Background: an optimization exercise with open tools, aiming at small area, a short achievable clock period and few clock cycles per item. Do not read the settings as production practice.
In this exercise RTL edits were held to simulation tests only and were not proved equivalent to the original.
No activity file was given, so power comes from the tool's default toggle rates.

==> flow/flow/run.sh <==
#!/bin/bash
# The standard layout (standard.sh: ORFS synthesis to finish), with one
# change: the port buffers that global placement inserts are buf_4 cells
# instead of the default delay buffer, which is slow on input and output paths.
set -uo pipefail
export BUFFER_PORTS_ARGS="-buffer_cell sky130_fd_sc_hd__buf_4"
bash standard.sh finish > flow_make.log 2>&1
==> flow/standard.sh <==
#!/bin/bash
# synth_recipe.tcl (not shown) runs the flow's synth.tcl, then flattens the netlist and writes it again
# the make line also repeats each setting of config.mk as NAME=value (left out here)
make -C /OpenROAD-flow-scripts/flow DESIGN_CONFIG=/design/flow/config.mk WORK_HOME=/design/flow/orfs CLKGATE_MAP_FILE= SYNTH_SCRIPT=/design/flow/synth_recipe.tcl "${@:-finish}"
==> flow/config.mk <==
export PLATFORM = sky130hd
export DESIGN_NAME = hqc_encrypt
export DESIGN_NICKNAME = hqc_encrypt
export VERILOG_FILES = /design/flow/design.v
export SDC_FILE = /design/flow/constraint.sdc
export NUM_CORES = 4
export LEC_CHECK = 0
export CAP_MARGIN = 30
export CORE_MARGIN = 2
export CORE_UTILIZATION = 40
export CTS_BUF_LIST = sky130_fd_sc_hd__clkbuf_8
export SETUP_SLACK_MARGIN = 4.2
export SLEW_MARGIN = 40
export TNS_END_PERCENT = 30
==> flow/constraint.sdc <==
create_clock -name core_clock -period 7.0 [get_ports {clk}]
set_input_delay 1.4000 -clock core_clock [delete_from_list [all_inputs] [get_ports {clk}]]
set_output_delay 1.4000 -clock core_clock [all_outputs]
set_load 0.01 [all_outputs]
==> flow/design.v <==
`default_nettype none
package hqc_pkg;
    localparam int N = 97;
    localparam int WEIGHT = 6;
    localparam int LOC_W = 7;
    localparam int IDX_W = 3;
    localparam int MSG_W = 8;
    localparam int REP = 12;
    localparam int WORD_W = 32;
    localparam int POLY_WORDS = 4;
    typedef logic [N-1:0] poly_t;
    typedef logic [LOC_W-1:0] loc_t;
    localparam logic [5:0] ADDR_CTRL = 6'd0;
    localparam logic [5:0] ADDR_H = 6'd1;
    localparam logic [5:0] ADDR_S = 6'd5;
    localparam logic [5:0] ADDR_R1 = 6'd9;
    localparam logic [5:0] ADDR_R2 = 6'd15;
    localparam logic [5:0] ADDR_E = 6'd21;
    localparam logic [5:0] ADDR_MSG = 6'd27;
    localparam logic [5:0] ADDR_U = 6'd28;
    localparam logic [5:0] ADDR_V = 6'd32;
    typedef enum logic {
        JOB_U,
        JOB_V
    } job_t;
    typedef enum logic [1:0] {
        SEQ_IDLE,
        SEQ_ISSUE_U,
        SEQ_ISSUE_V,
        SEQ_WAIT
    } seq_state_t;
endpackage
`default_nettype wire
`timescale 1ns/1ps
`default_nettype none
module hqc_encrypt (
    input  wire logic        clk,
    input  wire logic        rst,
    input  wire logic        wb_cyc,
    input  wire logic        wb_stb,
    input  wire logic        wb_we,
    input  wire logic [5:0]  wb_adr,
    input  wire logic [31:0] wb_dat_i,
    output logic [31:0]      wb_dat_o,
    output logic             wb_ack
);
    localparam int N = 97;
    logic [N-1:0] h_reg;
    logic [N-1:0] s_reg;
    logic [N-1:0] u_reg;
    logic [N-1:0] v_reg;
    logic [6:0]   r1_loc [6];
    logic [6:0]   r2_loc [6];
    logic [6:0]   e_loc [6];
    logic [7:0]   msg_reg;
    localparam int KA = 3;
    logic [3:0]   n;
    logic         started;
    logic         ph;
    logic [N-1:0] r_reg;
    logic [6-KA:0] amt_b;
    logic [6:0]   amt_a;
    logic [7:0]   loc_hi;
    logic [15:0]  loc_lo;
    logic access, wr, busy, go;
    logic [7:0]  dat_g;
    assign access = wb_cyc && wb_stb && !wb_ack;
    assign busy = (n != 4'd0);
    assign wr = access && wb_we && !busy;
    assign go = wr && (wb_adr == 6'd0) && wb_dat_i[0] && !rst;
    assign dat_g = wb_dat_i[7:0] & {8{!rst}};
    always_ff @(posedge clk) begin
        if (rst) wb_ack <= 1'b0;
        else wb_ack <= access;
    end
    logic [127:0] h_pad, s_pad, u_pad, v_pad;
    logic [3:0] h_ok, s_ok;
    logic [N-1:0] h_val, s_val;
    assign h_val = h_reg & {{1{h_ok[3]}}, {32{h_ok[2]}}, {32{h_ok[1]}}, {32{h_ok[0]}}};
    assign s_val = s_reg & {{1{s_ok[3]}}, {32{s_ok[2]}}, {32{s_ok[1]}}, {32{s_ok[0]}}};
    assign h_pad = {31'b0, h_val};
    assign s_pad = {31'b0, s_val};
    assign u_pad = {31'b0, u_reg};
    assign v_pad = {31'b0, v_reg};
    always_ff @(posedge clk) begin
        for (int k = 0; k < 3; k++) begin
            if (wr && wb_adr == 6'(1 + k)) h_reg[32*k +: 32] <= wb_dat_i;
            if (wr && wb_adr == 6'(5 + k)) s_reg[32*k +: 32] <= wb_dat_i;
        end
        if (wr && wb_adr == 6'd4) h_reg[96] <= wb_dat_i[0];
        if (wr && wb_adr == 6'd8) s_reg[96] <= wb_dat_i[0];
        for (int k = 0; k < 4; k++) begin
            if (rst) h_ok[k] <= 1'b0;
            else if (wr && wb_adr == 6'(1 + k)) h_ok[k] <= 1'b1;
            if (rst) s_ok[k] <= 1'b0;
            else if (wr && wb_adr == 6'(5 + k)) s_ok[k] <= 1'b1;
        end
        for (int j = 0; j < 6; j++) begin
            if (rst || (wr && wb_adr == 6'(9 + j)))  r1_loc[j] <= dat_g[6:0];
            if (rst || (wr && wb_adr == 6'(15 + j))) r2_loc[j] <= dat_g[6:0];
            if (rst || (wr && wb_adr == 6'(21 + j))) e_loc[j] <= dat_g[6:0];
        end
        if (rst || (wr && wb_adr == 6'd27)) msg_reg <= dat_g[7:0];
    end
    logic [31:0] rd_data;
    logic done_vis, busy_vis;
    assign done_vis = (n == 4'd0) ? started : (n >= 4'd10);
    assign busy_vis = busy && !(n >= 4'd10);
    logic [35:0] sel;
    always_comb begin
        for (int a = 0; a < 36; a++) sel[a] = (wb_adr == 6'(a));
    end
    always_comb begin
        rd_data = {30'b0, done_vis & sel[0], busy_vis & sel[0]};
        for (int k = 0; k < 4; k++) begin
            rd_data = rd_data | (h_pad[32*k +: 32] & {32{sel[1 + k]}});
            rd_data = rd_data | (s_pad[32*k +: 32] & {32{sel[5 + k]}});
            rd_data = rd_data | (u_pad[32*k +: 32] & {32{sel[28 + k]}});
            rd_data = rd_data | (v_pad[32*k +: 32] & {32{sel[32 + k]}});
        end
        for (int j = 0; j < 6; j++) begin
            rd_data[6:0] = rd_data[6:0] | (r1_loc[j] & {7{sel[9 + j]}});
            rd_data[6:0] = rd_data[6:0] | (r2_loc[j] & {7{sel[15 + j]}});
            rd_data[6:0] = rd_data[6:0] | (e_loc[j] & {7{sel[21 + j]}});
        end
        rd_data[7:0] = rd_data[7:0] | (msg_reg & {8{sel[27]}});
    end
    always_ff @(posedge clk) wb_dat_o <= rd_data;
    always_ff @(posedge clk) begin
        if (rst) begin
            n <= 4'd0;
            started <= 1'b0;
        end else if (go) begin
            n <= 4'd1;
            started <= 1'b1;
        end else if (busy) begin
            n <= (n == 4'd11) ? 4'd0 : n + 4'd1;
        end
    end
    logic [5:0] ja_oh, ja_busy, ja_nx;
    always_comb begin
        for (int j = 0; j < 6; j++) ja_busy[j] = ((n + 4'd2) >> 1) == 4'(j);
        ja_busy[0] = (n >= 4'd10);
        if (rst || !busy) ja_nx = 6'b000001;
        else ja_nx = ja_busy;
        if (go) ja_nx = 6'b000010;
    end
    always_ff @(posedge clk) ja_oh <= ja_nx;
    logic [6:0] amt_nx, amt_busy;
    always_comb begin
        amt_busy = '0;
        for (int j = 0; j < 6; j++) amt_busy = amt_busy | (r2_loc[j] & {7{ja_busy[j]}});
        if (rst) amt_nx = '0;
        else if (busy) amt_nx = amt_busy;
        else if (wr && wb_adr == 6'd15) amt_nx = dat_g[6:0];
        else amt_nx = r2_loc[0];
        if (go) amt_nx = r2_loc[1];
    end
    always_ff @(posedge clk) amt_a <= amt_nx;
    always_ff @(posedge clk) begin
        if (rst) ph <= 1'b0;
        else ph <= !ph;
    end
    logic [3:0] sel_h, sel_s;
    always_ff @(posedge clk) begin
        for (int k = 0; k < 4; k++) begin
            sel_h[k] <= !rst && !ph && (h_ok[k] || (wr && wb_adr == 6'(1 + k)));
            sel_s[k] <= !rst && ph && (s_ok[k] || (wr && wb_adr == 6'(5 + k)));
        end
    end
    logic [N-1:0] in_a;
    logic [N-1:0] rot_a;
    always_comb begin
        for (int i = 0; i < N; i++) in_a[i] = (h_reg[i] & sel_h[i / 32] & !rst) | (s_reg[i] & sel_s[i / 32] & !rst);
    end
    logic [N-1:0] sa [KA+1];
    assign sa[0] = in_a;
    genvar k, i;
    generate
        for (k = 0; k < KA; k++) begin : g_sa
            for (i = 0; i < N; i++) begin : g_bit
                assign sa[k+1][i] = amt_a[k] ? sa[k][(i + N - ((1 << k) % N)) % N] : sa[k][i];
            end
        end
    endgenerate
    assign rot_a = sa[KA];
    logic [6:0] loc_a;
    always_comb begin
        loc_a = '0;
        for (int j = 0; j < 6; j++) loc_a = loc_a | ((ph ? r1_loc[j] : e_loc[j]) & {7{ja_oh[j]}});
    end
    always_ff @(posedge clk) begin
        r_reg <= rot_a;
        amt_b <= amt_a[6:KA];
        for (int b = 0; b < 8; b++) loc_hi[b] <= (rst && b == 0) || (!rst && loc_a[6:4] == 3'(b));
        for (int b = 0; b < 16; b++) loc_lo[b] <= (rst && b == 0) || (!rst && loc_a[3:0] == 4'(b));
    end
    logic [N-1:0] flip;
    logic [N-1:0] rot_b;
    logic [N-1:0] term;
    always_comb begin
        for (int b = 0; b < N; b++) flip[b] = loc_hi[b / 16] && loc_lo[b % 16];
    end
    logic [N-1:0] sb [8-KA];
    assign sb[0] = r_reg;
    generate
        for (k = 0; k < 7 - KA; k++) begin : g_sb
            for (i = 0; i < N; i++) begin : g_bit
                assign sb[k+1][i] = amt_b[k] ? sb[k][(i + N - ((1 << (k + KA)) % N)) % N] : sb[k][i];
            end
        end
    endgenerate
    assign rot_b = sb[7-KA];
    assign term = rot_b ^ flip;
    logic exec, add_u, add_v;
    logic [N-1:0] codeword;
    assign exec = go || busy;
    assign add_u = exec && !ph && !rst;
    assign add_v = exec && ph && !rst;
    always_comb begin
        codeword = '0;
        for (int b = 0; b < 96; b++) codeword[b] = msg_reg[b / 12];
    end
    always_ff @(posedge clk) begin
        u_reg <= (u_reg & {N{!rst && !go}}) ^ (term & {N{add_u}});
        v_reg <= (go ? codeword : (v_reg & {N{!rst}})) ^ (term & {N{add_v}});
    end
endmodule
`default_nettype wire
==> reports/results.ini, run 1 <==
[status]
outcome = no timing/DRC/antenna violations

[timing]
min_period_ps = 2950
max_freq_mhz = 339
skew_ps = 57.4
worst_pin_slew_ps = 845
slew_violations = 0
rsz0062_at_grt = true
maxSlewHeadroom_pct = 43.7
tns_ps = 0
final_min_period_over_clock_period_pct = 42.2
setup_viol = 0
finalHoldViolCount = 0

[global_routing]
grt_pass1_vias = 29200
grt_overflow = 0
grt_usage_pct = 32.8
grt_max_degree = 99
grt_pass1_wl_um = 226000
antenna_found_initial = 14

[clock_tree]
cts_tree = built
cts.sinks = 714
clk-insertion-delay-late_ps = 830
cts_made_buffers = 120
ctsHoldBuffers = 0
ctsHtreeMaxLevel = 3
cts_root_buf = clkbuf_8
clk_pin_slew_ps = 60
cts_buffer_depth = 3

[power]
ir_worst_vdd_mv = 0.170
power_density_nw_per_um2 = 231
p_leak_nw = 14.8

[route]
drt_first_pass_iters = 8
route.vias.total = 31600
remaining_drc_errors = 0
wire_per_inst_um = 35.1
ant_nets = 0
drtIter0Drc = 5108
via_per_inst = 6.68
routed_wl_um = 166000

[critical_path]
crit_chain = buf_6, and2_1, buf_4, and2_1, a22oi_1, nand3_1, or4_1
worstPathMaxFanout = 29
cp.required_ps = 7650
end_kind = flop
crit_top_cell = and2_1
cpLargestDelayFamily = simple AND/OR/NAND/NOR gates
critPathArrivalTime_ps = 3600
crit_slowest_cell = or4_1
path_buf_inv = 2
slowest_delay_ps = 590
path_class = input port to flop
cp-start-kind = input port

[final_layout]
syn_to_final_growth_pct = 17.3
final_cell_mix = dfxtp_1 (368), edfxtp_1 (328), nand3_1 (270)
stdcell_area_um2 = 44200
nets = 3409
final_common_cell = dfxtp_1
drive_gt1_share_pct = 27.5

[logic_synthesis]
ys_warn_count = 6
syn_area_per_cell_um2 = 11.4
synth-edff-count = 328
syn_inst = 3305
synth_seq_area_share_pct = 46.6
synth-main-ff-cell = dfxtp_1
syn_area_um2 = 37700
yosys_register_bits = 714
async_flop_share_pct = 0
syn-num-nets = 3351
ys_types = 75

[placement]
place_congestion = 1.01
dp_hpwl_um = 114000
placed_area_um2 = 39700
numPortBuffers = 75

[die]
die_area_um2 = 96700
start_util_pct = 40.4
die_h_um = 311
ioPinCount = 76
die_w_um = 311
std_cell_rows = 112
core_um2 = 93300

[hold_path]
hp-class = flop to flop

[job]
maxCapViolCount = 0

## logic make-up after synthesis
kind of cell,Yosys count,share of synthesized area [%]
adder cells (fa/ha/maj),3,0.0996
AO/OA/AOI/OAI,613,11.3
XOR/XNOR,292,7.72
buffers and inverters,326,3.64
flip-flops,714,46.6
AND/OR/NAND/NOR,909,11.7
multiplexers,448,18.9
## Yosys cell counts, types with 102 or more instances
cell,instances,area share (%)
a21oi_1,209,2.8
a22oi_1,173,3.4
clkbuf_1,188,1.9
dfxtp_1,386,21
edfxtp_1,328,26
mux2_2,143,4.3
mux2i_1,110,2.9
mux4_2,195,12
nand2_1,256,2.6
nand3_1,275,3.7
nor2_1,102,1.0
nor3_1,122,1.6
xor2_1,194,4.5
## path summary, 6_finish.rpt
check	from	to	slack, ps	cells after the start
max reg2reg	amt_b[1]	v_reg[92]	4160	6
min	amt_a[4]	amt_b[1]	320	0
min reg2reg	amt_a[4]	amt_b[1]	320	0
max	wb_adr[0]	wb_dat_o[4]	4050	7
## final cells by class
cell class | instances | area [um^2]
Multi-Input combinational cell | 2270 | 19800
Antenna cell | 11 | 27.5
Inverter | 15 | 56.3
Timing Repair Buffer | 242 | 2630
Fill cell | 8432 | 49100
Sequential cell | 714 | 17600
Tap cell | 1254 | 1570
Clock buffer | 146 | 2010
Clock inverter | 77 | 526
## per-layer routing
metal / vias to the layer above / wire [um] / GRT usage, %
met1: 15600 / 61800 / 43.1
met3: 557 / 23700 / 10.9
met5: - / 36 / 0.198
met4: 6 / 11100 / 19.0
met2: 2597 / 69400 / 47.1
li1: 12800 / - / -
## what timing repair did
action / in CTS / in global routing
pin swaps: 8 / 22
buffers inserted: 22 / 36
resized for setup: 128 / 63
setup endpoints to repair: 555 / 405
gates cloned: 9 / 12
## report_power, final
part	switching [mW]	total, mW	internal (mW)	leakage, nW
logic	0.925	1.57	0.643	7.18
registers	0.205	4.67	4.47	6.20
clock network	1.83	3.97	2.14	1.44
## metrics by stage
stage	instances	setup slack [ps]	hold WS, ps	power [mW]	util (%)
after detailed placement	4416	2690	314	5.96	42.5
after global routing	4721	4090	331	10.4	47.3
after floorplan	3305	3640	310	5.56	-
final	4729	4050	319	10.2	47.4
after CTS	4670	4100	326	9.98	46.4
after global placement	4400	2590	316	5.93	42.2
Testbench counts, summed over its fixed seeds: cycles 6,720, jobs 96.
==> inputs of run 2 (changes only) <==
--- a/flow/design.v
+++ b/flow/design.v
@@ -55,3 +55,3 @@
     logic [7:0]   msg_reg;
-    localparam int KA = 3;
+    localparam int KA = 4;
     logic [3:0]   n;
--- a/flow/config.mk
+++ b/flow/config.mk
@@ -13,2 +13 @@
 export SLEW_MARGIN = 40
-export TNS_END_PERCENT = 30
==> run 2 against run 1 <==
Die area shrank 1.2%. Sequential share of layout area shrank 0.24 points. Cell area grew 0.52%. Register-to-register slack gained 60 ps. Flip-flop and latch count shrank 1. Maximum frequency grew 2.5%. Core utilization grew 0.96 points. Synthesized area shrank 1.2%. Critical endpoint is now wb_dat_o[8].
==> reports/results.ini, run 2 <==
[power]
power_density_nw_per_um2 = 224  ; -2.9%
ir_worst_vdd_mv = 0.170  ; -0.55%
p_leak_nw = 16.3  ; +10%
swShare_pct = 29.2  ; +0.22 points
p_sw_mw = 2.91  ; -1.7%
pwr-share-seq_pct = 46.6  ; +0.8 points
finalPower_mw = 9.96  ; -2.4%
combPwrFrac_pct = 14.3  ; -1.0 points
intPower_mw = 7.05  ; -2.7%
clkPwrFrac_pct = 39.1  ; +0.2 points

[placement]
place_congestion = 0.992  ; -1.5%
pre_cts_slack_ps = 2570  ; -119 ps
dp_hpwl_um = 109000  ; -4.0%
dp.cells = 4407  ; -0.20%
numPortBuffers = 75  ; unchanged
placed_area_um2 = 40500  ; +2.1%

[clock_tree]
cts.sinks = 713  ; -0.14%
cts_tree = built
ctsHtreeMaxLevel = 3  ; unchanged
cts_made_buffers = 118  ; -1.7%
clk_pin_slew_ps = 60  ; about the same
cts_buffer_depth = 3  ; unchanged
clk-insertion-delay-late_ps = 810  ; -20 ps
cts_root_buf = clkbuf_8

[timing]
max_freq_mhz = 347  ; +2.5%
hold_ws_ps = 329  ; +9.90 ps
setup_slack_ps = 4120  ; +71.8 ps
final_min_period_over_clock_period_pct = 41.1  ; -1.0 points
rsz0062_at_grt = true
tns_ps = 0  ; unchanged
skew_ps = 60.5  ; +3.10 ps
maxSlewHeadroom_pct = 38.7  ; -5.0 points
finalHoldViolCount = 0  ; unchanged
setup_viol = 0  ; unchanged
worst_pin_slew_ps = 919  ; +74.3 ps
min_period_ps = 2880  ; -71.8 ps
slew_violations = 0  ; unchanged

[logic_synthesis]
synth_common_cells = nand2_1 (400), dfxtp_1 (385), edfxtp_1 (328)
synth-edff-count = 328  ; unchanged
synth-main-ff-cell = dfxtp_1
async_flop_share_pct = 0  ; unchanged
syn-num-nets = 3373  ; +0.66%
syn_inst = 3327  ; +0.67%
ys_types = 74  ; -1.3%
yosysMostFrequentCell = nand2_1
syn_area_per_cell_um2 = 11.2  ; -1.9%
syn_area_um2 = 37200  ; -1.2%
ys_warn_count = 6  ; unchanged
synth.top_cell.area_share_pct = 26.5  ; +0.32 points
synth_seq_area_share_pct = 47.2  ; +0.52 points
yosys_register_bits = 713  ; -0.14%
synth_area_leaders = edfxtp_1 (26%), dfxtp_1 (21%), mux2i_1 (8.4%), mux4_2 (5.8%), xnor2_1 (5.2%)
yosysTopAreaCell = edfxtp_1

[final_layout]
nets = 3415  ; +0.18%
stdcell_count = 4720  ; -0.19%
drive_gt1_share_pct = 29.0  ; +1.5 points
final_common_cell = nand2_1
final_cell_mix = nand2_1 (395), dfxtp_1 (366), edfxtp_1 (328)
nFillCells = 8395  ; -0.44%
fin_util_pct = 48.3  ; +0.96 points
stdcell_area_um2 = 44400  ; +0.52%
syn_to_final_growth_pct = 19.4

[critical_path]
path_buf_inv = 4  ; +2
crit_chain = buf_12, and4b_2, buf_12, and2_4, buf_12, buf_12, a222oi_1, and3_1, nand4_1
critPathArrivalTime_ps = 3460  ; -140 ps
path_class = input port to flop
worstPathMaxFanout = 8  ; -72%
slowest_delay_ps = 630  ; +40 ps
cpLargestDelayFamily = simple AND/OR/NAND/NOR gates
crit_slowest_cell = a222oi_1
end_kind = flop
crit_top_cell = buf_12
cp-start-kind = input port
cp.required_ps = 7580  ; -70 ps

[die]
std_cell_rows = 111  ; -0.89%
start_util_pct = 40.5  ; +0.11 points
die_area_um2 = 95500  ; -1.2%
core_um2 = 91900  ; -1.5%
die_h_um = 309  ; -0.60%
ioPinCount = 76  ; unchanged
die_w_um = 309  ; -0.60%

[global_routing]
grt_pass1_vias = 28800  ; -1.5%
grt_pass1_wl_um = 221000  ; -2.0%
antenna_found_initial = 9  ; -5
grt_usage_pct = 32.9  ; +0.094 points
grt_max_degree = 78  ; -21%
grt_overflow = 0  ; unchanged

[route]
met3_length_um = 21200  ; -11%
ant_nets = 0  ; unchanged
routed-wl-met2_um = 67900  ; -2.2%
drt_first_pass_iters = 9  ; +1
remaining_drc_errors = 0  ; unchanged
via_per_inst = 6.43  ; -3.7%
met1Wirelength_um = 62100  ; +0.39%
wire_per_inst_um = 34.1  ; -2.9%
route.vias.total = 30400  ; -3.9%
top_layer = met5
routed_wl_um = 161000  ; -3.1%
drtIter0Drc = 4494  ; -12%

[status]
outcome = no timing/DRC/antenna violations

[hold_path]
hp-class = flop to flop

[job]
maxCapViolCount = 0  ; unchanged

## run 2: cell types whose count changed after synthesis, moves of 31 or more
cell,change
mux2i_1,+204
nand3_1,-159
clkbuf_1,-46
xnor2_2,-47
a221oi_1,-31
nor3_2,+78
a21oi_1,-171
a22oi_1,+31
nor2_1,-46
xnor2_1,+169
o22ai_1,+96
xor2_1,-122
nand2_1,+144
mux4_2,-99
## run 2: logic make-up (layout without fill, tap and decap cells)
family,Yosys count,count (layout),synth area share [%]
other cells,0,7,0
mux,554,554,18.7
fa+ha+maj,3,3,0.101
compound gates,520,520,10.4
flops,713,713,47.2
buf+inv,307,437,3.76
xor+xnor,292,292,6.87
simple gates,938,951,13.0
## run 2: repair_timing
action | in CTS | in global routing
endpoints found under the setup margin | 674 | 236
gates resized for setup | 64 | 65
hold buffers | 0 | 0
pin swaps | 15 | 12
buffers inserted | 23 | 36
gates cloned | 17 | 6
## run 2: power by group through the flow
stage / Clock, mW / Sequential, mW / Combinational [mW]
after floorplan: 0 / 4.58 / 1.16
after global placement: 0 / 4.72 / 1.21
after detailed placement: 0 / 4.72 / 1.21
after CTS: 3.93 / 4.63 / 1.33
after global routing: 4.10 / 4.65 / 1.46
final: 3.90 / 4.64 / 1.42
## run 2: routing by layer
layer  up-vias  GRT usage (%)
met1     15100           43.7
met3       439           10.6
li1      12700              -
met2      2124           47.8
met5         -              0
met4         4           17.0
## run 2: worst paths after layout
path	start	to	slack [ps]	depth (start not counted)
max	wb_adr[3]	wb_dat_o[8]	4120	9
min	amt_a[4]	amt_b[0]	330	0
max reg2reg	n[1]	amt_a[2]	4220	8
min reg2reg	amt_a[4]	amt_b[0]	330	0
## run 2: final cells by class
type                       instances  area, um^2  share of cell area [%]
multi-input combinational       2320       20500                    46.0
clock buffer                     142        1950                    4.40
sequential                       713       17600                    39.6
inverter                           5        20.0                  0.0451
antenna                            7        17.5                  0.0394
timing repair buffer             211        2300                    5.18
tap                             1243        1560                    3.50
clock inverter                    79         527                    1.19
## run 2: worst reg2reg max path, cell delays in order (launching register included)
cell and delay (ps):
dfxtp_4 440, inv_2 150, ha_1 200, nor3b_4 390, buf_4 260, and4_1 580, mux2i_1 270, nor2_1 60
a211o_1 300
Testbench counts of run 2, summed over its fixed seeds: cycles 6,720, jobs 96.
==> inputs of run 3 (changes only) <==
--- a/flow/design.v
+++ b/flow/design.v
@@ -55,3 +55,3 @@
     logic [7:0]   msg_reg;
-    localparam int KA = 4;
+    localparam int KA = 3;
     logic [3:0]   n;
--- a/flow/config.mk
+++ b/flow/config.mk
@@ -10,3 +10,4 @@
 export CORE_UTILIZATION = 40
-export CTS_BUF_LIST = sky130_fd_sc_hd__clkbuf_8
+export CTS_CLUSTER_DIAMETER = 70
+export CTS_CLUSTER_SIZE = 20
 export SETUP_SLACK_MARGIN = 4.2
==> run 3 against run 2 <==
Still clean. Combinational power about the same. Hold slack improved by 2.6 ps. Clock skew decreased by 2.5 ps. Count of clock-buffer cells in the layout decreased by 78. Synthesized area up 1.2%. Total power fell by 7.9%. Critical path depth down 3. Setup slack worse by 52 ps. Non-clock buffer count up 31. Flip-flop and latch count increased by 1. Maximum frequency down 1.8%. Largest cell class unchanged. Largest power group unchanged. Highest routed layer unchanged.
==> reports/results.ini, run 3 <==
[status]
outcome = no timing/DRC/antenna violations

[logic_synthesis]
syn_inst = 3305  ; -0.66%
ys_warn_count = 6  ; unchanged
yosysMostFrequentCell = dfxtp_1
synth_seq_area_share_pct = 46.6  ; -0.52 points
syn_area_per_cell_um2 = 11.4  ; +1.9%
syn-num-nets = 3351  ; -0.65%
yosysTopAreaCell = edfxtp_1
syn_area_um2 = 37700  ; +1.2%
synth-edff-count = 328  ; unchanged
ys_types = 75  ; +1.4%
synth_area_leaders = edfxtp_1 (26%), dfxtp_1 (21%), mux4_2 (12%), xor2_1 (4.5%), mux2_2 (4.3%)
async_flop_share_pct = 0  ; unchanged
synth_common_cells = dfxtp_1 (386), edfxtp_1 (328), nand3_1 (275)
yosys_register_bits = 714  ; +0.14%
synth-main-ff-cell = dfxtp_1
synth.top_cell.area_share_pct = 26.1  ; -0.32 points

[placement]
placed_area_um2 = 39600  ; -2.2%
place_congestion = 1.09  ; +9.5%
pre_cts_slack_ps = 2890  ; +319 ps
dp_hpwl_um = 112000  ; +2.7%
numPortBuffers = 75  ; unchanged
dp.cells = 4397  ; -0.23%

[power]
p_leak_nw = 14.2  ; -13%
power_density_nw_per_um2 = 211  ; -6.1%
ir_worst_vdd_mv = 0.178  ; +5.3%

[final_layout]
stdcell_area_um2 = 43600  ; -2.0%
stdcell_count = 4595  ; -2.6%
nets = 3344  ; -2.1%
drive_gt1_share_pct = 26.7  ; -2.3 points
nFillCells = 8474  ; +0.94%
syn_to_final_growth_pct = 15.6
final_common_cell = dfxtp_1
final_cell_mix = dfxtp_1 (368), edfxtp_1 (328), nand3_1 (272)

[global_routing]
grt_overflow = 0  ; unchanged
grt_pass1_vias = 28800  ; -0.0070%
grt_pass1_wl_um = 228000  ; +3.1%
antenna_found_initial = 14  ; +5
grt_usage_pct = 33.2  ; +0.31 points
grt_max_degree = 101  ; +29%

[hold_path]
min_from = amt_a[6]
hp-class = flop to flop
min_path_cells = 0  ; unchanged
min_to = amt_b[3]

[clock_tree]
cts_tree = built
cts_made_buffers = 49  ; -58%
clk-insertion-delay-late_ps = 650  ; -160 ps
cts_buffer_depth = 3  ; unchanged
cts.sinks = 714  ; +0.14%
clk_pin_slew_ps = 80  ; +20 ps
cts_root_buf = clkbuf_16
ctsHtreeMaxLevel = 2  ; -1
ctsHoldBuffers = 0  ; unchanged

[critical_path]
cp-start-kind = input port
critPathArrivalTime_ps = 3450  ; about the same
cpLargestDelayFamily = compound AO/OA/AOI/OAI gates
slowest_delay_ps = 540  ; -90 ps
r2r_slack_ps = 4190  ; -30 ps
timing.rr.end = v_reg[0]
r2r_start = amt_b[1]
cp.required_ps = 7520  ; -60 ps
path_class = input port to flop
end_kind = flop
path_buf_inv = 1  ; -3
worstPathMaxFanout = 21  ; +13
crit_chain = buf_12, and2_1, a22o_1, a32oi_1, o2111ai_1, or4b_4
crit_slowest_cell = or4b_4
r2r_cells = 6  ; -2

[timing]
setup_slack_ps = 4070  ; -52.2 ps
min_period_ps = 2930  ; +52.2 ps
worst_pin_slew_ps = 914  ; -5.33 ps
setup_viol = 0  ; unchanged
slew_violations = 0  ; unchanged
maxSlewHeadroom_pct = 39.1  ; +0.36 points
hold_ws_ps = 331  ; +2.63 ps
tns_ps = 0  ; unchanged
final_min_period_over_clock_period_pct = 41.9  ; +0.75 points
skew_ps = 57.9  ; -2.54 ps
max_freq_mhz = 341  ; -1.8%
rsz0062_at_grt = true
finalHoldViolCount = 0  ; unchanged

[job]
maxCapViolCount = 0  ; unchanged

[die]
ioPinCount = 76  ; unchanged
die_w_um = 311  ; +0.61%
std_cell_rows = 112  ; +0.90%
core_um2 = 93300  ; +1.5%
die_area_um2 = 96700  ; +1.2%
start_util_pct = 40.4  ; -0.11 points
die_h_um = 311  ; +0.61%

[route]
via_per_inst = 6.87  ; +6.8%
route.vias.total = 31600  ; +4.0%
drt_first_pass_iters = 6  ; -3
wire_per_inst_um = 36.9  ; +8.2%
remaining_drc_errors = 0  ; unchanged
ant_nets = 0  ; unchanged
routed_wl_um = 169000  ; +5.3%
drtIter0Drc = 5482  ; +22%

run 3: worst max path at each step:
stage / end / start / slack, ps / depth (start not counted)
final: wb_dat_o[0] / wb_adr[0] / 4070 / 6
after global routing: v_reg[54] / wb_adr[5] / 4140 / 8
after CTS: amt_a[2] / rst / 4190 / 6
after detailed placement: wb_dat_o[24] / wb_adr[1] / 2890 / 8
after global placement: v_reg[14] / rst / 2770 / 7
after floorplan: h_reg[64] / wb_adr[3] / 3640 / 3
run 3: cell families after synthesis:
| family | Yosys count | synth area share, % |
|---|---|---|
| AND/OR/NAND/NOR | 909 | 11.7 |
| flip-flops | 714 | 46.6 |
| AO/OA/AOI/OAI | 613 | 11.3 |
| multiplexers | 448 | 18.9 |
| buffers and inverters | 326 | 3.64 |
| XOR/XNOR | 292 | 7.72 |
| adder cells (fa/ha/maj) | 3 | 0.0996 |
run 3: routing by layer:
layer | GRT usage, % | wire length [um] | vias up
met5 | 0 | 64 | -
met4 | 17.8 | 11200 | 10
met3 | 10.8 | 25500 | 532
met2 | 47.6 | 70800 | 2785
met1 | 44.4 | 61900 | 15600
li1 | - | - | 12600
run 3: what timing repair did:
item | CTS | global route
gates cloned | 15 | 12
gates resized for setup | 150 | 70
pin swaps | 25 | 19
buffers inserted | 49 | 28
setup endpoints to repair | 672 | 383
run 3: layout make-up:
| cell class | count | area, um^2 | share of cell area (%) |
|---|---|---|---|
| sequential | 714 | 17600 | 40.5 |
| antenna | 4 | 10.0 | 0.0230 |
| timing repair buffer | 242 | 2630 | 6.03 |
| clock buffer | 64 | 1300 | 2.99 |
| clock inverter | 26 | 297 | 0.681 |
| inverter | 15 | 56.3 | 0.129 |
| multi-input combinational | 2276 | 20100 | 46.1 |
| tap | 1254 | 1570 | 3.60 |
run 3: power breakdown:
group | internal [mW] | total [mW] | switching, mW | leakage [nW]
combinational | 0.545 | 1.44 | 0.899 | 7.20
clock | 1.46 | 3.08 | 1.62 | 0.793
sequential | 4.46 | 4.65 | 0.189 | 6.20
run 3: per-stage QoR:
stage	utilization, %	total power, mW
2_1_floorplan	-	5.59
3_3_place_gp	42.3	5.91
3_5_place_dp	42.4	5.92
4_1_cts	45.6	9.08
5_1_grt	46.7	9.37
6_report	46.7	9.17
Testbench counts of run 3, summed over its fixed seeds: cycles 6,720, jobs 96.
==> inputs of run 4 (changes only) <==
--- a/flow/design.v
+++ b/flow/design.v
@@ -62,4 +62,2 @@
     logic [6:0]   amt_a;
-    logic [7:0]   loc_hi;
-    logic [15:0]  loc_lo;
     logic access, wr, busy, go;
@@ -191,14 +189,17 @@
     end
-    always_ff @(posedge clk) begin
-        r_reg <= rot_a;
-        amt_b <= amt_a[6:KA];
-        for (int b = 0; b < 8; b++) loc_hi[b] <= (rst && b == 0) || (!rst && loc_a[6:4] == 3'(b));
-        for (int b = 0; b < 16; b++) loc_lo[b] <= (rst && b == 0) || (!rst && loc_a[3:0] == 4'(b));
-    end
+    logic [7:0] t_f;
+    logic [6:0] d_f;
     logic [N-1:0] flip;
+    assign t_f = {1'b0, loc_a} - {1'b0, amt_a[6:KA], 3'b000};
+    always_comb begin
+        d_f = t_f[7] ? 7'(t_f + 8'd97) : t_f[6:0];
+        if (rst) d_f = '0;
+        for (int b = 0; b < N; b++) flip[b] = (d_f == 7'(b));
+    end
+    always_ff @(posedge clk) begin
+        r_reg <= rot_a ^ flip;
+        amt_b <= rst ? '0 : amt_a[6:KA];
+    end
     logic [N-1:0] rot_b;
     logic [N-1:0] term;
-    always_comb begin
-        for (int b = 0; b < N; b++) flip[b] = loc_hi[b / 16] && loc_lo[b % 16];
-    end
     logic [N-1:0] sb [8-KA];
@@ -213,3 +214,3 @@
     assign rot_b = sb[7-KA];
-    assign term = rot_b ^ flip;
+    assign term = rot_b;
     logic exec, add_u, add_v;
--- a/flow/config.mk
+++ b/flow/config.mk
@@ -10,4 +10,2 @@
 export CORE_UTILIZATION = 40
-export CTS_CLUSTER_DIAMETER = 70
-export CTS_CLUSTER_SIZE = 20
 export SETUP_SLACK_MARGIN = 4.2
==> run 4 against run 3 <==
Critical endpoint is now r_reg[39]. Synthesized area down 4.3%. Routed wire length down 9.8%. Die area down 4.2%. Global-route usage down 1.4 points. Register-to-register slack worse by 940 ps. Sequential power down 3%. Non-clock buffer count down 1. Core utilization up 1.8 points. Clock power up 48%. Still clean. Hold slack better by 110 ps.
==> reports/results.ini, run 4 <==
[status]
outcome = no timing/DRC/antenna violations

[logic_synthesis]
synth-main-ff-cell = dfxtp_1
yosysMostFrequentCell = dfxtp_1
yosysTopAreaCell = edfxtp_1
syn_area_um2 = 36100  ; -4.3%
async_flop_share_pct = 0  ; unchanged
synth_seq_area_share_pct = 47.4  ; +0.80 points
synth_area_leaders = edfxtp_1 (27%), dfxtp_1 (20%), mux2i_1 (7.6%), mux4_2 (6.2%), xnor2_1 (6.1%)
syn_inst = 3386  ; +2.5%
syn-num-nets = 3438  ; +2.6%
ys_warn_count = 6  ; unchanged
synth_common_cells = dfxtp_1 (363), nor2_1 (356), nand2_1 (333)
ys_types = 64  ; -15%
synth-edff-count = 328  ; unchanged
synth.top_cell.area_share_pct = 27.3  ; +1.2 points
yosys_register_bits = 691  ; -3.2%
syn_area_per_cell_um2 = 10.7  ; -6.5%

[critical_path]
cp.required_ps = 7540  ; +20 ps
worstPathMaxFanout = 14  ; -33%
timing.rr.end = r_reg[39]
crit_chain = buf_4, bufbuf_16, mux2_2, a22oi_1, nand3_2, a311o_1, mux2_4, or4_4, nor2_4, xnor2_2
r2r_cells = 10  ; +4
cpLargestDelayFamily = simple AND/OR/NAND/NOR gates
r2r_start = ph
slowest_delay_ps = 690  ; +150 ps
critPathArrivalTime_ps = 4290  ; +840 ps
r2r_slack_ps = 3250  ; -940 ps
cp-start-kind = flop
path_class = flop to flop
end_kind = flop
crit_slowest_cell = or4_4
path_buf_inv = 2  ; +1

[final_layout]
multiInputGateArea_um2 = 19600  ; -2.5%
nFillCells = 8106  ; -4.3%
syn_to_final_growth_pct = 20.6
final_cell_mix = dfxtp_1 (346), edfxtp_1 (328), nand2_1 (302)
drive_gt1_share_pct = 25.7  ; -1.0 points
final_common_cell = dfxtp_1
seqCellArea_um2 = 17200  ; -2.6%
fin_util_pct = 48.5  ; +1.8 points
nets = 3508  ; +4.9%

[timing]
rsz0062_at_grt = true
min_period_ps = 3750  ; +823 ps
tns_ps = 0  ; unchanged
setup_viol = 0  ; unchanged
worst_pin_slew_ps = 827  ; -87.4 ps
final_min_period_over_clock_period_pct = 53.6  ; +12 points
slew_violations = 0  ; unchanged
maxSlewHeadroom_pct = 44.9  ; +5.8 points
max_freq_mhz = 266  ; -22%
finalHoldViolCount = 0  ; unchanged
skew_ps = 44.1  ; -13.8 ps

[route]
route.vias.total = 30500  ; -3.4%
via_per_inst = 6.49  ; -5.5%
drtIter0Drc = 4510  ; -18%
wire_per_inst_um = 32.5  ; -12%
ant_nets = 0  ; unchanged
remaining_drc_errors = 0  ; unchanged
drt_first_pass_iters = 7  ; +1
routed_wl_um = 153000  ; -9.8%

[die]
core_um2 = 89700  ; -3.9%
start_util_pct = 40.2  ; -0.17 points
die_h_um = 304  ; -2.1%
ioPinCount = 76  ; unchanged
die_area_um2 = 92600  ; -4.2%
die_w_um = 304  ; -2.1%
std_cell_rows = 110  ; -1.8%

[clock_tree]
ctsHtreeMaxLevel = 3  ; +1
cts_root_buf = clkbuf_16
clk_pin_slew_ps = 70  ; about the same
clk-insertion-delay-late_ps = 690  ; +40 ps
ctsHoldBuffers = 0  ; unchanged
cts.sinks = 691  ; -3.2%
cts_tree = built
cts_buffer_depth = 3  ; unchanged
cts_made_buffers = 79  ; +61%

[placement]
place_congestion = 1.10  ; +1.3%
numPortBuffers = 75  ; unchanged
dp_hpwl_um = 104000  ; -7.3%

[global_routing]
grt_overflow = 0  ; unchanged
grt_pass1_wl_um = 213000  ; -6.7%
grt_pass1_vias = 28800  ; +0.25%
grt_usage_pct = 31.8  ; -1.4 points
antenna_found_initial = 5  ; -9
grt_max_degree = 93  ; -7.9%

[power]
ir_worst_vdd_mv = 0.178  ; -0.24%
power_density_nw_per_um2 = 245  ; +16%
p_leak_nw = 14.5  ; +2.0%

[hold_path]
min_path_cells = 1  ; +1
hp-class = flop to flop
min_to = wb_ack
min_from = wb_ack

[job]
maxCapViolCount = 0  ; unchanged

## run 4: cell types whose count changed in the layout (fill, tap and decap cells not counted), moves of 67 or more
cell,previous run,this run
nand3_1,272,42
xnor2_1,22,252
mux2i_1,110,272
nor2_1,97,254
xor2_1,194,40
mux4_2,195,100
nor2_2,1,68
## run 4: layer usage
metal  wire length [um]  global-route usage, %  up-vias
met5                 16                      0        -
li1                   -                      -    12700
met3              18600                   8.24      506
met4              11200                   20.0        2
met2              65400                   47.2     2250
met1              57700                   41.3    15000
## run 4: worst max-delay path by stage
| stage | from | depth (start not counted) | end |
|---|---|---|---|
| 6_report | ph | 10 | r_reg[39] |
| 5_1_grt | ph | 12 | r_reg[44] |
| 4_1_cts | ph | 12 | r_reg[47] |
| 3_5_place_dp | ph | 14 | r_reg[84] |
| 3_3_place_gp | ph | 14 | r_reg[91] |
| 2_1_floorplan | ph | 19 | r_reg[37] |
## run 4: where the power goes
| group | leakage (nW) | switching [mW] | internal (mW) |
|---|---|---|---|
| sequential | 5.97 | 0.173 | 4.35 |
| clock | 1.36 | 1.87 | 2.70 |
| combinational | 7.13 | 0.971 | 0.589 |
| total | 14.5 | 3.01 | 7.64 |
## run 4: logic make-up (layout without fill, tap and decap cells)
kind of cell	count (synthesis)	after routing	synth area share [%]
AND/OR/NAND/NOR	941	946	11.2
AO/OA/AOI/OAI	702	702	13.8
flip-flops	691	691	47.4
multiplexers	478	478	17.1
XOR/XNOR	293	293	7.11
buffers and inverters	272	404	2.98
adder cells (fa/ha/maj)	9	9	0.333
other	0	1	0
## run 4: cell type report
| type | instances | area share [%] |
|---|---|---|
| Sequential cell | 691 | 39.4 |
| Inverter | 15 | 0.132 |
| Clock buffer | 97 | 4.86 |
| Timing Repair Buffer | 241 | 5.52 |
| Clock inverter | 51 | 1.67 |
| Tap cell | 1176 | 3.38 |
| Multi-Input combinational cell | 2428 | 45.0 |
| Antenna cell | 1 | 0.00575 |
## run 4: per-stage QoR
step | hold slack [ps] | cells | setup WS (ps) | power [mW] | area [um^2]
floorplan | 422 | 3386 | 3180 | 5.39 | 37000
global placement | 431 | 4440 | 2340 | 5.76 | 38200
detailed placement | 435 | 4443 | 2270 | 5.76 | 38300
CTS | 446 | 4671 | 3350 | 10.5 | 43000
global route | 463 | 4699 | 3170 | 10.9 | 43500
finish | 444 | 4700 | 3250 | 10.7 | 43500
## run 4: timing repair
item | in CTS | in global routing
gates resized for setup | 264 | 63
pin swaps | 69 | 29
cloned | 8 | 5
setup buffers | 72 | 23
setup endpoints to repair | 679 | 388
endpoints found under the hold margin | 0 | 0
Testbench counts of run 4, summed over its fixed seeds: cycles 6,720, jobs 96.
==> inputs of run 5 (changes only) <==
--- a/flow/config.mk
+++ b/flow/config.mk
@@ -10,2 +10,3 @@
 export CORE_UTILIZATION = 40
+export CTS_BUF_LIST = sky130_fd_sc_hd__clkbuf_8
 export SETUP_SLACK_MARGIN = 4.2
==> run 5 against run 4 <==
Still clean. First-iteration DRC count increased by 0.47%. Synthesized cell count unchanged. Register-to-register slack improved by 50 ps. Setup slack improved by 46 ps. Total power decreased by 5.0%. Sequential share of layout area increased by 0.13 points. Core utilization decreased by 0.16 points. Count of clock-buffer cells in the layout increased by 37. Critical path depth increased by 1. Hold slack about the same. Critical path type unchanged. Largest cell class unchanged.
==> reports/results.ini, run 5 <==
[route]
via_per_inst = 6.42  ; -1.2%
routed_wl_um = 153000  ; +0.35%
met3_length_um = 19300  ; +3.7%
drt_first_pass_iters = 8  ; +1
wire_per_inst_um = 32.1  ; -1.4%
routed-wl-met2_um = 65000  ; -0.63%
route.vias.total = 30700  ; +0.65%
remaining_drc_errors = 0  ; unchanged
top_layer = met5
ant_nets = 0  ; unchanged
drtIter0Drc = 4531  ; +0.47%
met1Wirelength_um = 57800  ; +0.15%

[die]
core_um2 = 89700  ; unchanged
die_h_um = 304  ; unchanged
start_util_pct = 40.2  ; unchanged
die_w_um = 304  ; unchanged
std_cell_rows = 110  ; unchanged
die_area_um2 = 92600  ; unchanged
ioPinCount = 76  ; unchanged

[power]
combPwrFrac_pct = 17.2  ; +2.6 points
p_leak_nw = 14.6  ; +0.58%
intPower_mw = 7.07  ; -7.5%
pwr-share-seq_pct = 44.7  ; +2.2 points
p_sw_mw = 3.05  ; +1.3%
clkPwrFrac_pct = 38.1  ; -4.8 points
ir_worst_vdd_mv = 0.160  ; -10%
power_density_nw_per_um2 = 233  ; -4.7%
swShare_pct = 30.2  ; +1.9 points

[logic_synthesis]
synth_common_cells = dfxtp_1 (363), nor2_1 (356), nand2_1 (333)
synth-edff-count = 328  ; unchanged
syn-num-nets = 3438  ; unchanged
syn_area_um2 = 36100  ; unchanged
syn_inst = 3386  ; unchanged
yosysTopAreaCell = edfxtp_1
ys_types = 64  ; unchanged
synth.top_cell.area_share_pct = 27.3  ; unchanged
yosysMostFrequentCell = dfxtp_1
async_flop_share_pct = 0  ; unchanged
synth_area_leaders = edfxtp_1 (27%), dfxtp_1 (20%), mux2i_1 (7.6%), mux4_2 (6.2%), xnor2_1 (6.1%)
synth_seq_area_share_pct = 47.4  ; unchanged
synth-main-ff-cell = dfxtp_1
syn_area_per_cell_um2 = 10.7  ; unchanged
ys_warn_count = 6  ; unchanged
yosys_register_bits = 691  ; unchanged

[global_routing]
grt_overflow = 0  ; unchanged
grt_pass1_vias = 29000  ; +0.70%
grt_max_degree = 93  ; unchanged
grt_pass1_wl_um = 213000  ; +0.27%
antenna_found_initial = 8  ; +3
grt_usage_pct = 31.8  ; +0.052 points

[critical_path]
critPathArrivalTime_ps = 4350  ; +60 ps
cp.required_ps = 7640  ; +100 ps
cp-start-kind = flop
r2r_slack_ps = 3290  ; +50 ps
r2r_cells = 11  ; +1
endpoint = r_reg[63]
timing.rr.end = r_reg[63]
startpoint = ph
r2r_start = ph
end_kind = flop
worstPathMaxFanout = 14  ; unchanged
path_class = flop to flop

[clock_tree]
ctsHtreeMaxLevel = 3  ; unchanged
cts_root_buf = clkbuf_8
cts.sinks = 691  ; unchanged
cts_made_buffers = 121  ; +53%
clk_pin_slew_ps = 60  ; about the same
cts_buffer_depth = 3  ; unchanged
clk-insertion-delay-late_ps = 810  ; +120 ps
cts_tree = built
ctsHoldBuffers = 0  ; unchanged

[placement]
numPortBuffers = 75  ; unchanged
pre_cts_slack_ps = 2270  ; unchanged
place_congestion = 1.10  ; unchanged
dp_hpwl_um = 104000  ; unchanged

[timing]
slew_violations = 0  ; unchanged
setup_viol = 0  ; unchanged
max_freq_mhz = 270  ; +1.2%
setup_slack_ps = 3290  ; +46.3 ps
hold_ws_ps = 444  ; -0.0600 ps
skew_ps = 76.5  ; +32.4 ps
maxSlewHeadroom_pct = 41.9  ; -3.0 points
rsz0062_at_grt = true
min_period_ps = 3710  ; -46.3 ps
worst_pin_slew_ps = 872  ; +45.4 ps
final_min_period_over_clock_period_pct = 53.0  ; -0.66 points
finalHoldViolCount = 0  ; unchanged
tns_ps = 0  ; unchanged

[hold_path]
hp-class = flop to flop

[status]
outcome = no timing/DRC/antenna violations

[final_layout]
drive_gt1_share_pct = 26.1  ; +0.34 points
seqCellArea_um2 = 17200  ; unchanged
syn_to_final_growth_pct = 20.2
nFillCells = 8136  ; +0.37%
nets = 3552  ; +1.3%
fin_util_pct = 48.3  ; -0.16 points
multiInputGateArea_um2 = 19700  ; +0.52%
final_common_cell = dfxtp_1
final_cell_mix = dfxtp_1 (346), edfxtp_1 (328), nand2_1 (303)

[job]
maxCapViolCount = 0  ; unchanged

[run 5: cell counts after synthesis]
Identical to the previous run, type by type.
[run 5: worst min path at each step]
stage / startpoint / to / cells past startpoint
after detailed placement: wb_ack / wb_ack / 1
final: wb_ack / wb_ack / 1
after global routing: wb_ack / wb_ack / 1
after global placement: wb_ack / wb_ack / 1
after floorplan: amt_a[5] / amt_b[2] / 2
after CTS: wb_ack / wb_ack / 1
[run 5: worst max-delay path, cell delays in order (launching register included)]
cell,delay (ps)
dfxtp_4,450
buf_4,150
bufbuf_16,280
mux2_2,340
a22oi_1,410
nand3_4,280
a311o_1,440
mux2_4,340
buf_4,140
or3_4,530
nor2_4,140
xnor2_1,80
[run 5: repair_timing]
action / 4_1_cts / 5_1_grt
endpoints found under the setup margin: 676 / 333
pin swaps: 67 / 62
cloned: 9 / 4
buffers inserted: 52 / 45
gates resized for setup: 209 / 148
[run 5: power groups by stage]
stage / sequential, mW / combinational [mW] / clock, mW
after floorplan: 4.48 / 0.906 / 0
after global placement: 4.61 / 1.14 / 0
after detailed placement: 4.61 / 1.15 / 0
after CTS: 4.51 / 1.45 / 3.87
after global routing: 4.53 / 1.80 / 4.05
final: 4.53 / 1.74 / 3.85
[run 5: final cells by class]
cell class                      instances  share of cell area [%]
Tap cell                             1176                    3.39
Sequential cell                       691                    39.6
Inverter                               15                   0.133
Multi-Input combinational cell       2429                    45.4
Antenna cell                            2                  0.0115
Clock inverter                         97                    1.45
Timing Repair Buffer                  242                    5.82
Clock buffer                          134                    4.25
[run 5: cell families (layout without fill, tap and decap cells)]
kind of cell               after synthesis  after routing  share of synthesized area (%)
xor gates and xnor gates               293            293                           7.11
DFF                                    691            691                           47.4
muxes                                  478            478                           17.1
other                                    0              2                              0
AOI/OAI and AO/OA                      702            702                           13.8
buffers and inverters                  272            488                           2.98
adders and majority gates                9              9                          0.333
and+or+nand+nor                        941            947                           11.2
[run 5: per-stage QoR]
step                instances  power, mW  area (um^2)
finish                   4786       10.1        43400
global route             4785       10.4        43400
CTS                      4735       9.84        42300
detailed placement       4443       5.76        38300
global placement         4440       5.76        38200
floorplan                3386       5.39        37000
[run 5: metal layers]
layer | vias to the layer above | track usage [%]
met4 | 2 | 19.5
met3 | 555 | 8.68
met1 | 15000 | 41.3
li1 | 12800 | -
met2 | 2379 | 47.3
met5 | - | 0
==> inputs of run 6 (changes only) <==
--- a/flow/design.v
+++ b/flow/design.v
@@ -137,3 +137,3 @@
     end
-    logic [5:0] ja_oh, ja_busy, ja_nx;
+    logic [5:0] ja_busy;
     always_comb begin
@@ -141,7 +141,3 @@
         ja_busy[0] = (n >= 4'd10);
-        if (rst || !busy) ja_nx = 6'b000001;
-        else ja_nx = ja_busy;
-        if (go) ja_nx = 6'b000010;
-    end
-    always_ff @(posedge clk) ja_oh <= ja_nx;
+    end
     logic [6:0] amt_nx, amt_busy;
@@ -184,15 +180,27 @@
     assign rot_a = sa[KA];
-    logic [6:0] loc_a;
-    always_comb begin
-        loc_a = '0;
-        for (int j = 0; j < 6; j++) loc_a = loc_a | ((ph ? r1_loc[j] : e_loc[j]) & {7{ja_oh[j]}});
-    end
-    logic [7:0] t_f;
-    logic [6:0] d_f;
+    logic nx_u;
+    logic [6:0] loc_busy, loc_idle, loc_go, amt_idle;
+    logic [7:0] t_busy, t_idle, t_go;
+    logic [6:0] fpos_nx, fpos;
+    assign nx_u = !ph;
+    always_comb begin
+        loc_busy = '0;
+        for (int j = 0; j < 6; j++) loc_busy = loc_busy | ((nx_u ? r1_loc[j] : e_loc[j]) & {7{ja_busy[j]}});
+        loc_idle = nx_u ? r1_loc[0] : e_loc[0];
+        if (nx_u && wr && wb_adr == 6'd9) loc_idle = dat_g[6:0];
+        if (!nx_u && wr && wb_adr == 6'd21) loc_idle = dat_g[6:0];
+        amt_idle = (wr && wb_adr == 6'd15) ? dat_g[6:0] : r2_loc[0];
+        loc_go = nx_u ? r1_loc[1] : e_loc[1];
+        t_busy = {1'b0, loc_busy} - {1'b0, amt_busy[6:KA], 3'b000};
+        t_idle = {1'b0, loc_idle} - {1'b0, amt_idle[6:KA], 3'b000};
+        t_go = {1'b0, loc_go} - {1'b0, r2_loc[1][6:KA], 3'b000};
+        if (rst) fpos_nx = '0;
+        else if (busy) fpos_nx = t_busy[7] ? 7'(t_busy + 8'd97) : t_busy[6:0];
+        else fpos_nx = t_idle[7] ? 7'(t_idle + 8'd97) : t_idle[6:0];
+        if (go) fpos_nx = t_go[7] ? 7'(t_go + 8'd97) : t_go[6:0];
+    end
+    always_ff @(posedge clk) fpos <= fpos_nx;
     logic [N-1:0] flip;
-    assign t_f = {1'b0, loc_a} - {1'b0, amt_a[6:KA], 3'b000};
-    always_comb begin
-        d_f = t_f[7] ? 7'(t_f + 8'd97) : t_f[6:0];
-        if (rst) d_f = '0;
-        for (int b = 0; b < N; b++) flip[b] = (d_f == 7'(b));
+    always_comb begin
+        for (int b = 0; b < N; b++) flip[b] = rst ? (b == 0) : (fpos == 7'(b));
     end
==> run 6 against run 5 <==
Hold slack worse by 27 ps. Total power grew 14%. First-iteration DRC count is 5.5% lower. Non-clock buffer count up 72. Critical path depth is 4 higher. Register-to-register slack worse by 70 ps. Clock skew rose by 19 ps. Synthesized cell count is 1.8% higher. Die area grew 2.0%. Core utilization is 3.2 points higher. Critical endpoint is now fpos[5].
==> reports/results.ini, run 6 <==
[logic_synthesis]
synth.top_cell.area_share_pct = 26.8  ; -0.54 points
synth_seq_area_share_pct = 46.6  ; -0.89 points
yosysMostFrequentCell = dfxtp_1
synth_area_leaders = edfxtp_1 (27%), dfxtp_1 (20%), mux2i_1 (7.9%), mux4_2 (6.3%), xnor2_1 (5.7%)
syn-num-nets = 3512  ; +2.2%
syn_area_per_cell_um2 = 10.7  ; +0.19%
ys_types = 69  ; +7.8%
synth-edff-count = 328  ; unchanged
syn_inst = 3448  ; +1.8%
yosysTopAreaCell = edfxtp_1
yosys_register_bits = 692  ; +0.14%
syn_area_um2 = 36800  ; +2.0%
ys_warn_count = 6  ; unchanged
synth-main-ff-cell = dfxtp_1
synth_common_cells = dfxtp_1 (364), nor2_1 (357), edfxtp_1 (328)
async_flop_share_pct = 0  ; unchanged

[critical_path]
crit_slowest_cell = or3b_4
cp.required_ps = 7640  ; about the same
crit_top_cell = buf_4
end_kind = flop
crit_chain = buf_4, or3b_4, a2111oi_4, buf_4, buf_6, mux2_4, fa_2, a21o_1, a21oi_4, buf_4, buf_6, o21ai_2, xnor2_1, a22oi_1, o21ai_1
path_buf_inv = 5  ; +2
slowest_delay_ps = 440  ; -90 ps
worstPathMaxFanout = 12  ; -2
path_class = input port to flop
cpLargestDelayFamily = compound AO/OA/AOI/OAI gates
critPathArrivalTime_ps = 4490  ; +140 ps
cp-start-kind = input port

[timing]
maxSlewHeadroom_pct = 42.1  ; +0.23 points
hold_ws_ps = 416  ; -27.4 ps
rsz0062_at_grt = true
slew_violations = 0  ; unchanged
finalHoldViolCount = 0  ; unchanged
final_min_period_over_clock_period_pct = 55.0  ; +2.0 points
max_freq_mhz = 260  ; -3.6%
setup_viol = 0  ; unchanged
worst_pin_slew_ps = 860  ; -12.6 ps
skew_ps = 95.2  ; +18.7 ps
tns_ps = 0  ; unchanged
min_period_ps = 3850  ; +139 ps
setup_slack_ps = 3150  ; -139 ps

[final_layout]
fin_util_pct = 51.5  ; +3.2 points
drive_gt1_share_pct = 32.4  ; +6.4 points
final_common_cell = dfxtp_1
nFillCells = 8070  ; -0.81%
stdcell_count = 4912  ; +2.6%
nets = 3681  ; +3.6%
final_cell_mix = dfxtp_1 (348), edfxtp_1 (328), mux2i_1 (280)
stdcell_area_um2 = 47100  ; +8.5%
syn_to_final_growth_pct = 27.9

[global_routing]
grt_overflow = 0  ; unchanged
grt_pass1_vias = 30000  ; +3.2%
grt_usage_pct = 32.8  ; +0.95 points
grt_pass1_wl_um = 222000  ; +4.0%
antenna_found_initial = 6  ; -2
grt_max_degree = 97  ; +4.3%

[route]
route.vias.total = 31500  ; +2.7%
via_per_inst = 6.42  ; about the same
ant_nets = 0  ; unchanged
wire_per_inst_um = 33.4  ; +4.2%
remaining_drc_errors = 0  ; unchanged
drtIter0Drc = 4281  ; -5.5%
drt_first_pass_iters = 6  ; -2
routed_wl_um = 164000  ; +6.9%

[placement]
pre_cts_slack_ps = 2170  ; -90.6 ps
numPortBuffers = 75  ; unchanged
dp_hpwl_um = 106000  ; +1.9%
placed_area_um2 = 40400  ; +5.5%
dp.cells = 4509  ; +1.5%
place_congestion = 1.02  ; -6.8%

[die]
ioPinCount = 76  ; unchanged
std_cell_rows = 111  ; +0.91%
die_area_um2 = 94500  ; +2.0%
die_h_um = 307  ; +0.99%
start_util_pct = 40.3  ; +0.074 points
core_um2 = 91400  ; +1.8%
die_w_um = 307  ; +0.99%

[clock_tree]
cts_made_buffers = 119  ; -1.7%
cts_root_buf = clkbuf_8
ctsHoldBuffers = 0  ; unchanged
clk_pin_slew_ps = 60  ; about the same
ctsHtreeMaxLevel = 3  ; unchanged
clk-insertion-delay-late_ps = 840  ; +30 ps
cts.sinks = 692  ; +0.14%
cts_buffer_depth = 3  ; unchanged
cts_tree = built

[power]
ir_worst_vdd_mv = 0.218  ; +36%
finalPower_mw = 11.5  ; +14%
p_leak_nw = 16.2  ; +11%
power_density_nw_per_um2 = 244  ; +4.6%

[hold_path]
hp-class = flop to flop

[status]
outcome = no timing/DRC/antenna violations

[job]
maxCapViolCount = 0  ; unchanged

-- run 6: cell count changes after synthesis, sizes merged, moves of 13 or more --
cell,change
xor2,+36
mux2i,+17
a21o,+22
mux2,-13
nand2,-26
nand2b,+13
nor2b,-15
-- run 6: repair_timing --
action,CTS,global route
endpoints found under the setup margin,631,560
cloned,14,27
buffers inserted,63,68
gates resized for setup,99,273
pin swaps,26,140
-- run 6: area by class of cell --
type	instances	area (um^2)	share of cell area, %
Multi-Input combinational cell	2475	21600	45.8
Sequential cell	692	17200	36.5
Timing Repair Buffer	314	4110	8.74
Clock buffer	139	1910	4.06
Tap cell	1186	1480	3.15
Clock inverter	88	742	1.58
Inverter	15	67.6	0.144
Antenna cell	3	7.51	0.0160
-- run 6: where the power goes --
part	switching, mW	internal, mW
Sequential	0.341	4.41
Clock	1.87	2.27
Combinational	1.56	1.04
-- run 6: kinds of logic after synthesis --
logic type	count (synthesis)	share of synthesized area [%]
compound gates	722	14.0
xor+xnor	317	7.54
fa+ha+maj	21	0.775
buf+inv	285	3.00
flops	692	46.6
mux	485	17.0
simple gates	926	11.1
-- run 6: per-layer routing --
metal | track usage [%] | up-vias | share of wire, % | wire [um]
met5 | 1.19 | - | 0 | 0
met4 | 18.7 | 0 | 6.8 | 11100
met3 | 8.55 | 495 | 12 | 19200
met2 | 49.6 | 2295 | 43 | 71200
met1 | 42.4 | 15500 | 38 | 62600
li1 | - | 13200 | - | -
-- run 6: worst paths after layout --
kind         depth (start not counted)  startpoint  slack (ps)        to
min reg2reg                          1    amt_a[5]         420  amt_b[2]
max reg2reg                         17        n[1]        3220   fpos[5]
min                                  1    amt_a[5]         420  amt_b[2]
max                                 15   wb_adr[5]        3150   fpos[5]
Testbench counts of run 6, summed over its fixed seeds: cycles 6,720, jobs 96.
==> inputs of run 7 (changes only) <==
--- a/flow/config.mk
+++ b/flow/config.mk
@@ -10,3 +10,4 @@
 export CORE_UTILIZATION = 40
-export CTS_BUF_LIST = sky130_fd_sc_hd__clkbuf_8
+export CTS_CLUSTER_DIAMETER = 70
+export CTS_CLUSTER_SIZE = 20
 export SETUP_SLACK_MARGIN = 4.2
==> run 7 against run 6 <==
Hold slack improved by 30 ps. Setup slack got worse by 59 ps. Routed wire length rose by 1.0%. Die area did not move. Count of clock-buffer cells in the layout fell by 79. Non-clock buffer count rose by 29. Synthesized cell count did not move. Global-route usage rose by 0.064 points. Critical path depth fell by 2. Critical endpoint is now fpos[1]. Largest cell class unchanged.
==> reports/results.ini, run 7 <==
[clock_tree]
clk-insertion-delay-late_ps = 680  ; -160 ps
cts_root_buf = clkbuf_16
cts.sinks = 692  ; unchanged
cts_buffer_depth = 3  ; unchanged
clk_pin_slew_ps = 80  ; +20 ps
cts_tree = built
cts_made_buffers = 48  ; -60%
ctsHtreeMaxLevel = 2  ; -1

[die]
std_cell_rows = 111  ; unchanged
die_h_um = 307  ; unchanged
die_area_um2 = 94500  ; unchanged
core_um2 = 91400  ; unchanged
die_w_um = 307  ; unchanged
start_util_pct = 40.3  ; unchanged
ioPinCount = 76  ; unchanged

[critical_path]
path_class = input port to flop
end_kind = flop
cp-start-kind = input port
worstPathMaxFanout = 3  ; -9
critPathArrivalTime_ps = 4410  ; -80 ps
cp.required_ps = 7500  ; -140 ps

[logic_synthesis]
yosysTopAreaCell = edfxtp_1
synth.top_cell.area_share_pct = 26.8  ; unchanged
yosys_register_bits = 692  ; unchanged
syn_inst = 3448  ; unchanged
synth-main-ff-cell = dfxtp_1
synth_common_cells = dfxtp_1 (364), nor2_1 (357), edfxtp_1 (328)
ys_warn_count = 6  ; unchanged
synth_compound_area_share_pct = 14.0  ; unchanged
synth_top_family_by_area = multiplexers
synth_xor_xnor_area_share_pct = 7.54  ; unchanged
synth_seq_area_share_pct = 46.6  ; unchanged
syn_area_per_cell_um2 = 10.7  ; unchanged
synth-simple-area-share_pct = 11.1  ; unchanged
yosysMostFrequentCell = dfxtp_1
syn-num-nets = 3512  ; unchanged
ys_types = 69  ; unchanged
synth_area_leaders = edfxtp_1 (27%), dfxtp_1 (20%), mux2i_1 (7.9%), mux4_2 (6.3%), xnor2_1 (5.7%)
yosys.area_share.adder_pct = 0.775  ; unchanged
synthMuxAreaShare_pct = 17.0  ; unchanged
synth-edff-count = 328  ; unchanged
async_flop_share_pct = 0  ; unchanged
syn_area_um2 = 36800  ; unchanged

[timing]
slew_violations = 0  ; unchanged
tns_ps = 0  ; unchanged
max_freq_mhz = 256  ; -1.5%
hold_ws_ps = 446  ; +30.0 ps
worst_pin_slew_ps = 883  ; +23.1 ps
rsz0062_at_grt = true
min_period_ps = 3910  ; +58.6 ps
maxSlewHeadroom_pct = 40.5  ; -1.6 points
setup_viol = 0  ; unchanged
final_min_period_over_clock_period_pct = 55.8  ; +0.84 points
finalHoldViolCount = 0  ; unchanged
skew_ps = 66.2  ; -29.0 ps

[power]
clkPwrFrac_pct = 29.9  ; -6.2 points
power_density_nw_per_um2 = 227  ; -6.8%
p_sw_mw = 3.57  ; -5.3%
combPwrFrac_pct = 25.4  ; +2.8 points
pwr-share-seq_pct = 44.7  ; +3.3 points
finalPower_mw = 10.6  ; -7.5%
intPower_mw = 7.05  ; -8.7%
ir_worst_vdd_mv = 0.219  ; +0.73%
p_leak_nw = 15.6  ; -3.6%
swShare_pct = 33.6  ; +0.80 points

[final_layout]
multiInputGateArea_um2 = 21700  ; +0.71%
seqCellArea_um2 = 17200  ; unchanged
nFillCells = 8024  ; -0.57%
drive_gt1_share_pct = 31.4  ; -1.0 points
nets = 3641  ; -1.1%
final_cell_mix = dfxtp_1 (348), edfxtp_1 (328), mux2i_1 (282)
final_common_cell = dfxtp_1
syn_to_final_growth_pct = 26.9

[route]
remaining_drc_errors = 0  ; unchanged
drt_first_pass_iters = 8  ; +2
wire_per_inst_um = 34.5  ; +3.3%
ant_nets = 0  ; unchanged
route.vias.total = 31500  ; -0.11%
routed_wl_um = 166000  ; +1.0%
via_per_inst = 6.56  ; +2.2%
drtIter0Drc = 4451  ; +4.0%

[global_routing]
grt_usage_pct = 32.8  ; +0.064 points
grt_max_degree = 97  ; unchanged
antenna_found_initial = 1  ; -5
grt_overflow = 0  ; unchanged
grt_pass1_wl_um = 222000  ; -0.13%
grt_pass1_vias = 29500  ; -1.7%

[placement]
place_congestion = 1.02  ; unchanged
numPortBuffers = 75  ; unchanged
dp_hpwl_um = 106000  ; unchanged

[status]
outcome = no timing/DRC/antenna violations

[job]
maxCapViolCount = 0  ; unchanged

[hold_path]
hp-class = flop to flop

-- run 7: critical path, cell delays in order --
cell,delay [ps]
buf_12,100
or4b_4,540
a2111oi_4,290
buf_4,200
buf_6,110
mux2_4,320
fa_2,390
a21o_1,210
a21oi_4,190
buf_6,130
mux2_4,290
a22oi_2,150
o21ai_1,80
-- run 7: layout make-up --
| type | instances | area share [%] |
|---|---|---|
| Antenna cell | 3 | 0.0161 |
| Clock buffer | 60 | 2.74 |
| Clock inverter | 27 | 0.806 |
| Inverter | 15 | 0.145 |
| Multi-Input combinational cell | 2477 | 46.5 |
| Sequential cell | 692 | 36.8 |
| Tap cell | 1186 | 3.18 |
| Timing Repair Buffer | 343 | 9.85 |
-- run 7: cell families (layout without fill, tap and decap cells) --
family,after synthesis,after routing
fa+ha+maj,21,21
compound gates,722,722
simple gates,926,932
xor+xnor,317,317
mux,485,485
buf+inv,285,445
flops,692,692
other cells,0,3
-- run 7: final timing paths --
| check | startpoint | end | slack (ps) | depth (start not counted) |
|---|---|---|---|---|
| max | wb_adr[2] | fpos[1] | 3090 | 13 |
| min | amt_a[6] | amt_b[3] | 450 | 1 |
| max reg2reg | n[0] | fpos[4] | 3150 | 14 |
| min reg2reg | amt_a[6] | amt_b[3] | 450 | 1 |
-- run 7: timing repair --
item / in CTS / in global routing
pin swaps: 28 / 173
hold buffers: 0 / 0
gates resized for setup: 169 / 237
setup buffers: 92 / 59
setup endpoints to repair: 642 / 530
cloned: 23 / 30
-- run 7: per-stage QoR --
stage | setup slack (ps) | instances | utilization (%) | cell area (um^2)
global route | 2960 | 4800 | 51.1 | 46700
floorplan | 2600 | 3448 | - | 39500
detailed placement | 2170 | 4509 | 44.2 | 40400
CTS | 3110 | 4711 | 48.4 | 44200
finish | 3090 | 4803 | 51.1 | 46700
global placement | 2130 | 4505 | 44.0 | 40300
-- run 7: routing by layer --
layer,vias up,GRT usage (%),part of all wire (%),routed length (um)
met4,0,18.9,6.8,11300
met5,-,0,0,0
met1,15600,43.0,38,62900
met2,2288,49.6,43,71800
met3,493,8.04,12,19700
li1,13100,-,-,-
-- run 7: power groups by stage --
stage | logic, mW | clock network, mW | registers (mW)
after floorplan | 1.80 | 0 | 4.57
after global placement | 2.01 | 0 | 4.85
after detailed placement | 2.06 | 0 | 4.82
after CTS | 2.38 | 3.18 | 4.71
after global routing | 2.79 | 3.31 | 4.76
final | 2.70 | 3.18 | 4.75

afterwards: timing with drivers on the ports:
The results above use ideal ports. As a check the final layouts listed here were re-extracted and re-timed, cells and wires unchanged. Step 1, drivers: a clkbuf_16 drives clk and a buf_2 each remaining input, both assumed. Step 2 adds t to the input delays and takes it off the output delays; t is the mean of the earliest and latest rising clock arrival at the registers after step 1. Input paths then give back, and output paths get back, about the clock's delay inside the block. a / b / c = ideal / step 1 / step 2; a / b = the first two.
run | t (ns) | setup WS [ns] | worst setup path after step 2 | worst slew at a driven data input, ns
run 1 | 0.872 | 4.049 / 4.080 / 3.208 | input to register | 0.10
run 2 | 0.842 | 4.121 / 4.108 / 3.266 | input to register | 0.11
run 3 | 0.691 | 4.068 / 3.991 / 3.300 | input to register | 0.22
run 4 | 0.732 | 3.245 / 3.245 / 2.805 | input to register | 0.25
run 5 | 0.834 | 3.291 / 3.291 / 2.678 | input to register | 0.25
run 6 | 0.863 | 3.152 / 3.173 / 2.309 | input to register | 0.26
run 7 | 0.714 | 3.094 / 3.115 / 2.401 | input to register | 0.25
After both steps setup and hold are still met in every run listed. The setup slack of run 2, which loses most, moves by -0.013 ns with the drivers and by -0.855 ns with both steps.
